What follows belongs to an exercise in optimizing a design on an open flow for small area, a short achievable clock period and few clock cycles; a production flow would make more cautious choices.
Function was checked by simulation only, so behaviour that the tests miss may differ from the original.
No activity file was given, so power comes from the tool's default toggle rates.

// chunk_bounds_centroid_reduce
module chunk_bounds_centroid_reduce #(
   parameter int CHUNK_LEN = cbcr_pkg::CHUNK_LEN_DEF
) (
   input  logic         clock,
   input  logic         reset,
   input  logic         req_tvalid,
   output logic         req_tready,
   input  logic [191:0] req_tdata,
   input  logic         req_tlast,
   output logic         rsp_tvalid,
   input  logic         rsp_tready,
   output logic [375:0] rsp_tdata
);
Size: about 4800 cells after synthesis, about 44000 µm² of cells after synthesis.
==> flow/config.mk <==
export PLATFORM = sky130hd
export DESIGN_NAME = chunk_bounds_centroid_reduce
export DESIGN_NICKNAME = chunk_bounds_centroid_reduce
export VERILOG_FILES = /design/flow/design.v
export SDC_FILE = /design/flow/constraint.sdc
export NUM_CORES = 4
export LEC_CHECK = 0
export CAP_MARGIN = 20
export CORE_MARGIN = 2
export CORE_UTILIZATION = 40
export SLEW_MARGIN = 20
==> flow/constraint.sdc <==
create_clock -name core_clock -period 13.0 [get_ports {clock}]
set_input_delay 2.6000 -clock core_clock [delete_from_list [all_inputs] [get_ports {clock}]]
set_output_delay 2.6000 -clock core_clock [all_outputs]
set_load 0.01 [all_outputs]
standard.sh (not shown) runs the stock make flow with config.mk's settings and CLKGATE_MAP_FILE= SYNTH_SCRIPT=/design/flow/synth_recipe.tcl, a recipe that flattens the netlist after the stock synthesis.
==> flow/flow/run.sh <==
#!/bin/bash
# The standard layout, except: adders' carry logic starts from the map in
# flow/lcu.v, the port buffers are the smallest buffer cell, and timing
# repair aims for more setup slack.
set -euo pipefail
here=$(pwd)
bash standard.sh "SYNTH_OPERATIONS_ARGS=-extra-map $here/flow/lcu.v" \
   "BUFFER_PORTS_ARGS=-buffer_cell sky130_fd_sc_hd__buf_1" SETUP_SLACK_MARGIN=8 finish > standard.log 2>&1
==> flow/flow/lcu.v <==
(* techmap_celltype = "$lcu" *)
module _80_lcu_sklansky (P, G, CI, CO);
	parameter WIDTH = 2;

	(* force_downto *)
	input [WIDTH-1:0] P, G;
	input CI;

	(* force_downto *)
	output [WIDTH-1:0] CO;

	integer i, j;
	(* force_downto *)
	reg [WIDTH-1:0] p, g;

	wire [1023:0] _TECHMAP_DO_ = "proc; opt -fast";

	always @* begin
		p = P;
		g = G;

		// in almost all cases CI will be constant zero
		g[0] = g[0] | (p[0] & CI);

		for (i = 0; i < $clog2(WIDTH); i = i + 1) begin
			// iterate in reverse so we don't confuse a result from this stage and the previous
			for (j = WIDTH - 1; j >= 0; j = j - 1) begin
				if (j & 2**i) begin
					g[j] = g[j] | p[j] & g[(j & ~(2**i - 1)) - 1];
					p[j] = p[j] & p[(j & ~(2**i - 1)) - 1];
				end
			end
		end
	end

	assign CO = g;
endmodule
The first run went through all stages and came out clean.
Testbench counts at the start, summed over its fixed seeds: cycles 79,926.
Change:
- CTS_BUF_LIST: not set -> sky130_fd_sc_hd__clkbuf_4 sky130_fd_sc_hd__clkbuf_8
- TNS_END_PERCENT: not set -> 5
After rerunning: Maximum frequency rose by 2.3%. Routed wire length came out lower by 0.66%. Power is lower by 3.9%. Via count goes down by 0.96%. Core utilization drops by 0.80 points. Combinational power falls by 4.3%. Die area does not change. Setup slack gains 0.13 ns. Global-route usage goes down by 0.30 points. Count of clock-buffer cells in the layout grows by 59.
Change:
- CORE_UTILIZATION: 40 -> 60
- CTS_BUF_LIST: sky130_fd_sc_hd__clkbuf_4 sky130_fd_sc_hd__clkbuf_8 -> not set
- CTS_CLUSTER_DIAMETER: not set -> 60
- CTS_CLUSTER_SIZE: not set -> 25
- PLACE_DENSITY: not set -> 0.8
After rerunning: Setup slack gets worse by 0.13 ns. Wire length went down by 7.4%. Via count went up by 3.2%. Final cell count went down by 9.2%. Design area went down by 3.0%. Flip-flop and latch count stays the same.
Change:
--- a/flow/flow/run.sh
+++ b/flow/flow/run.sh
@@ -7,2 +7,2 @@
 bash standard.sh "SYNTH_OPERATIONS_ARGS=-extra-map $here/flow/lcu.v" \
-   "BUFFER_PORTS_ARGS=-buffer_cell sky130_fd_sc_hd__buf_1" SETUP_SLACK_MARGIN=8 finish > standard.log 2>&1
+   "BUFFER_PORTS_ARGS=-buffer_cell sky130_fd_sc_hd__buf_1" SETUP_SLACK_MARGIN=8.5 finish > standard.log 2>&1
- CORE_UTILIZATION: 60 -> 40
- CTS_BUF_LIST: not set -> sky130_fd_sc_hd__clkbuf_4 sky130_fd_sc_hd__clkbuf_8
- CTS_CLUSTER_DIAMETER: 60 -> not set
- CTS_CLUSTER_SIZE: 25 -> not set
- PLACE_DENSITY: 0.8 -> not set
What happened: Cell area went up by 2.9%. First-iteration DRC count came out lower by 30%. Die area came out higher by 49%. Total power rose by 2.8%. Non-clock buffer count climbs by 3. Core utilization decreases by 22 points. Wire length is higher by 8.2%. Via count shrinks by 3.1%. Cell count came out higher by 9.7%.
Change:
--- a/flow/flow/run.sh
+++ b/flow/flow/run.sh
@@ -7,2 +7,2 @@
 bash standard.sh "SYNTH_OPERATIONS_ARGS=-extra-map $here/flow/lcu.v" \
-   "BUFFER_PORTS_ARGS=-buffer_cell sky130_fd_sc_hd__buf_1" SETUP_SLACK_MARGIN=8.5 finish > standard.log 2>&1
+   "BUFFER_PORTS_ARGS=-buffer_cell sky130_fd_sc_hd__buf_1" SETUP_SLACK_MARGIN=8 finish > standard.log 2>&1
- CTS_BUF_LIST: sky130_fd_sc_hd__clkbuf_4 sky130_fd_sc_hd__clkbuf_8 -> not set
=> Design area falls by 0.60%. Count of clock-buffer cells in the layout went down by 54. Critical path depth climbs by 3. Flip-flop and latch count is unchanged. Core utilization drops by 0.29 points.
Change:
- CTS_BUF_LIST: not set -> sky130_fd_sc_hd__clkbuf_4 sky130_fd_sc_hd__clkbuf_8
- TNS_END_PERCENT: 5 -> 0
What happened: Total power falls slightly; setup slack is worse by 0.047 ns; cell count came out higher slightly; global-route usage stays flat; core utilization shrinks by 0.31 points; first-iteration DRC count is higher by a few percent.

---

chunk_bounds_centroid_reduce, a different RTL version from the one above (not shown whole).
For scale: ~5900 cells after synthesis, ~580 I/O pins, ~0.051 mm² of cells after synthesis.
==> flow/config.mk <==
export PLATFORM = sky130hd
export DESIGN_NAME = chunk_bounds_centroid_reduce
export DESIGN_NICKNAME = chunk_bounds_centroid_reduce
export VERILOG_FILES = /design/flow/design.v
export SDC_FILE = /design/flow/constraint.sdc
export NUM_CORES = 4
export LEC_CHECK = 0
export CAP_MARGIN = 20
export CORE_MARGIN = 2
export CORE_UTILIZATION = 40
export SLEW_MARGIN = 20
==> flow/constraint.sdc <==
create_clock -name core_clock -period 13.0 [get_ports {clock}]
set_input_delay 2.6000 -clock core_clock [delete_from_list [all_inputs] [get_ports {clock}]]
set_output_delay 2.6000 -clock core_clock [all_outputs]
set_load 0.01 [all_outputs]
run.sh (not shown) runs the stock make flow with config.mk's settings and CLKGATE_MAP_FILE= SYNTH_SCRIPT=/design/flow/synth_recipe.tcl, a recipe that flattens the netlist after the stock synthesis.
Stock flow here: none of the scripts above is used.
The first run completed with no timing, DRC or antenna violations.
Testbench counts at the start, summed over its fixed seeds: cycles 75,377.
==> next run, changes <==
ABC_CLOCK_PERIOD_IN_PS = 7000   (was not set)
SETUP_SLACK_MARGIN = 5   (was not set)
=> Power hardly moves; non-clock buffer count is unchanged; synthesized area is unchanged; sequential share of layout area barely changes; clock skew barely changes; sequential cell count is unchanged; first-iteration DRC count barely changes; routed wire length is about the same.
==> next run, changes <==
==> flow/flow/run.sh (new file) <==
#!/bin/bash
# The standard layout, with the port buffers made of the smallest buffer cell.
set -euo pipefail
export BUFFER_PORTS_ARGS="-buffer_cell sky130_fd_sc_hd__buf_1"
bash standard.sh > standard.log 2>&1
==> flow/standard.sh (new file) <==
#!/bin/bash
# synth_recipe.tcl (not shown) runs the flow's synth.tcl, then flattens the netlist and writes it again
# the make line also repeats each setting of config.mk as NAME=value (left out here)
make -C /OpenROAD-flow-scripts/flow DESIGN_CONFIG=/design/flow/config.mk WORK_HOME=/design/flow/orfs CLKGATE_MAP_FILE= SYNTH_SCRIPT=/design/flow/synth_recipe.tcl "${@:-finish}"
ABC_CLOCK_PERIOD_IN_PS = not set   (was 7000)
removed: flow/run.sh
=>
- routed wire length went down by 3.1%
- global-route usage went down by 0.90 points
- final area went down by 5.9%
- power went down by 1.9%
- worst hold slack improves by 8.5 ps
- critical path depth does not change
- setup slack degrades by 70 ps
- maximum frequency went down by 0.96%
==> next run, changes <==
==> flow/flow/run.sh (replaced) <==
#!/bin/bash
# The standard layout, with the port buffers made of the smallest buffer
# cell and timing repair aiming for more setup slack.
set -euo pipefail
bash standard.sh "BUFFER_PORTS_ARGS=-buffer_cell sky130_fd_sc_hd__buf_1" SETUP_SLACK_MARGIN=7.5 finish > standard.log 2>&1
SETUP_SLACK_MARGIN = not set   (was 5)
What happened: The new run finished with timing, DRC and antenna clean; clock skew falls by 14 ps; first-iteration DRC count rises by a few percent; core utilization rises by 3.9 points; global-route usage rises by 1.4 points.

-- what the ideal ports hide --
The flow's constraints put no driver on any port. The routed layouts listed below were extracted and timed again, unchanged, in two steps. Step 1: set_driving_cell puts a clkbuf_16 on clock and a buf_2 on each other input, an assumption about the parent block. Step 2, shift: input delay + t, output delay - t, t = (earliest + latest rising clock arrival at the registers) / 2. This alone moves slack from input paths to output paths. Three values: ideal, step 1, step 2; two values: the first two.
run | t, ns | slack for setup (ns) | slew at the worst register clock pin (ns) | worst slew at a driven data input, ns | cell pins on the clock port's net
the first run of note 1 | 0.712 | 7.377 / 7.377 / 7.377 | 0.07 / 0.07 | 0.14 | 1
the second run of note 1 | 0.841 | 7.503 / 7.503 / 6.811 | 0.09 / 0.09 | 0.13 | 1
the third run of note 1 | 0.684 | 7.370 / 7.370 / 6.988 | 0.09 / 0.09 | 0.12 | 1
the fourth run of note 1 | 0.843 | 7.479 / 7.479 / 7.015 | 0.07 / 0.07 | 0.13 | 1
the fifth run of note 1 | 0.716 | 7.446 / 7.446 / 7.003 | 0.07 / 0.07 | 0.14 | 1
the sixth run of note 1 | 0.857 | 7.399 / 7.399 / 6.744 | 0.08 / 0.08 | 0.13 | 1
the first run of note 2 | 0.752 | 5.392 / 5.392 / 5.392 | 0.07 / 0.07 | 0.19 | 1
the second run of note 2 | 0.752 | 5.736 / 5.736 / 5.736 | 0.07 / 0.07 | 0.19 | 1
the third run of note 2 | 0.762 | 5.665 / 5.665 / 5.665 | 0.07 / 0.07 | 0.15 | 1
the fourth run of note 2 | 0.758 | 7.112 / 7.100 / 6.706 | 0.07 / 0.07 | 0.18 | 1
After both steps setup and hold are still met in every run listed. For the second run of note 1, which loses most, drivers alone change the setup slack by 0.000 ns; drivers and shift together by -0.692 ns.
